This design comes from an exercise in tuning for small area, a short achievable clock period and few clock cycles on the open sky130 flow, not from production work. Only simulation tests tie the RTL to the original design; equivalence was not proved. No activity file was given, so power comes from the tool's default toggle rates.

== v2 ==
## legv8Top
module legv8Top (
	input  logic                       clk,
	input  logic                       rst,
	input  logic                       pSel,
	input  logic                       pEnable,
	input  logic                       pWrite,
	input  logic [12-1:0] pAddr,
	input  logic [32-1:0]     pWdata,
	output logic [32-1:0]     pRdata,
	output logic                       pReady,
	output logic                       pSlvErr
);
For scale: ~13,000 cells after synthesis, roughly 5,400 flip-flops, roughly 83 I/O pins.
export LEC_CHECK = 0
export CAP_MARGIN = 20
export CELL_PAD_IN_SITES_GLOBAL_PLACEMENT = 1
export CORE_MARGIN = 2
export CORE_UTILIZATION = 30
export CTS_BUF_LIST = sky130_fd_sc_hd__clkbuf_8
export CTS_CLUSTER_DIAMETER = 50
export CTS_CLUSTER_SIZE = 18
export PLACE_DENSITY = 0.45
export SLEW_MARGIN = 20
export TNS_END_PERCENT = 5
create_clock -name core_clock -period 12.5 [get_ports {clk}]
standard.sh (not shown) runs the stock make flow with config.mk's settings and CLKGATE_MAP_FILE= SYNTH_SCRIPT=/design/flow/synth_recipe.tcl, a recipe that flattens the netlist after the stock synthesis.
==> flow/flow/run.sh <==
#!/bin/bash
# Layout: the standard flow (standard.sh) with a larger setup margin for the
# timing repair steps, so that repair aims at a shorter period than the 12.5 ns
# clock. Everything else, including the SDC, is the standard flow's.
set -euo pipefail
MARGIN=$(cat flow/margin.txt)
sed -E "s/\"\\\$\\{@:-finish\\}\"/SETUP_SLACK_MARGIN=${MARGIN} \"\${@:-finish}\"/" standard.sh > std_margin.sh
grep -q "SETUP_SLACK_MARGIN=${MARGIN}" std_margin.sh
bash std_margin.sh > make_flow.log 2>&1
==> flow/flow/margin.txt <==
7
v2 | stages: all done | timing, DRC, antenna: all pass
Testbench counts of v2, summed over its fixed seeds: cycles 54,794.
Relative to v2, the following input files were edited for v54:
- clearing CTS_BUF_LIST, which used to be sky130_fd_sc_hd__clkbuf_8
- swapping 30 for 36 in CORE_UTILIZATION
- clearing CTS_CLUSTER_SIZE, which used to be 18
- clearing CTS_CLUSTER_DIAMETER, which used to be 50
- swapping 0.45 for 0.5 in PLACE_DENSITY
==> run summary <==
- Cmp v54 and v2 / setup slack after placement / lower: v2
- Post-route fraction of the period consumed by the critical path: v54 > v2
- Number of stages on the worst setup path was lower in v2 than in v54.
- Changes observed in v54 relative to v2: cell area climbed 5700 sq um; area growth from synthesis to layout climbed 2.7 points.
- Looking at switching power as a share of total power across v54 and v2, the one that comes out lower is v54.
- v54 against v2: sequential share of cell area dropped 1.4 points, count of hold buffers inserted by post-cts repair shows no meaningful change, peak per-stage delay on the critical path moved down, final total power went up by about 7%.
- Last element of the critical path = wZero: v54; last element of the critical path = rb[3]: v2
Inputs modified between v54 and v35:
- an added CTS_CLUSTER_SIZE of 12
- a change of CORE_UTILIZATION from 36 to 30
- an added CTS_CLUSTER_DIAMETER of 40
- a change of PLACE_DENSITY from 0.5 to 0.45
- an added CTS_BUF_LIST of sky130_fd_sc_hd__clkbuf_8
[summary]
v35 finished all stages; the layout is clean.
Changes observed in v35 relative to v54: first-pass GRT wire length increased by 1.7% relative to the old numbers, clock buffer count in the final layout increased by 127 relative to the old numbers, final worst hold slack closely matched the old numbers, starting density of the core decreased by 6.0 points relative to the old numbers.
[inputs] v20 vs v35
- CTS_CLUSTER_SIZE: 12 -> 18
- CTS_CLUSTER_DIAMETER: 40 -> 50
- CORE_UTILIZATION: 30 -> 26
- PLACE_DENSITY: 0.45 -> 0.4
==> comparison <==
On worst hold slack, v20 and v35 are neck and neck.
Looking at start point of the critical path, the ir[1] result is from v20; the rb[1] one comes from v35.
Synthesis-to-layout area growth: higher on v35
Compared with v35, v20 has less setup slack.
Clock network area share (lower): v20
Total via count after detailed routing down 0.82% in v20 wrt v35
Minimum clock period on v20 is up relative to v35.
Per the comparison of v20 with v35, sequential share of layout area +0.81 points; power -5.1%.
Clock network fraction of design power, v20 and v35: lower on v20
Input changes introduced in v22 (baseline for comparison: v20):
- CTS_BUF_LIST no longer set, was sky130_fd_sc_hd__clkbuf_8
- CTS_CLUSTER_SIZE no longer set, was 18
- CORE_UTILIZATION now 30, was 26
- PLACE_DENSITY now 0.45, was 0.4
- CTS_CLUSTER_DIAMETER no longer set, was 50
Findings:
Re met3 layer wire length in the routed design: v22 is about 6% up on v20. The total placed cells including tap cells of v22 is lower than that of v20. v22 — combined area of the multi-input logic cells about 1% higher, v20 as reference. Relative to v20, the number of standard cells in the layout, taps in and fillers out measured on v22 has decreased by a few percent. Maximum frequency, v22 and v20: smaller value in v20. Die height ended up 6.9% lower on v22 than on v20. Where post-layout minimum cycle time is concerned, v20 is outperformed by v22. Relative to v20, sequential share of layout area has decreased by 0.70 points in v22. Fraction of the cycle the final worst path needs, v22 and v20: larger value in v20. Combinational share of power in v22 vs v20: down 1.7 points.

separate check: timing with driven ports:
How much do the figures lean on ideal ports? The routed layouts below were timed once more, with nothing changed but the port constraints. Step 1: set_driving_cell puts a clkbuf_16 on clk and a buf_2 on each other input, an assumption about the parent block. Step 2 moves the port delays by t, midway between the first and last clock arrival at a register: inputs arrive t later, outputs are due t later. That takes back most of the time a late clock gives input paths. a / b / c = ideal ports / drivers / drivers and shift; a / b = the first two.
run | t (ns) | setup slack, ns | worst register clock-pin slew, ns | worst data-port slew with drivers (ns) | pins driven straight from the clock port
v2 | 1.490 | 5.820 / 5.820 / 4.574 | 0.11 / 0.11 | 0.13 | 1
v54 | 1.213 | 5.761 / 5.761 / 4.682 | 0.07 / 0.07 | 0.32 | 1
v35 | 1.561 | 5.898 / 5.898 / 4.532 | 0.09 / 0.09 | 0.12 | 1
v20 | 1.524 | 5.829 / 5.829 / 4.346 | 0.11 / 0.11 | 0.41 | 1
v22 | 1.265 | 5.922 / 5.960 / 4.738 | 0.09 / 0.09 | 0.12 | 1
After both steps every run listed still meets setup and hold. For v20, which loses most, drivers alone change the setup slack by 0.000 ns; drivers and shift together by -1.483 ns.
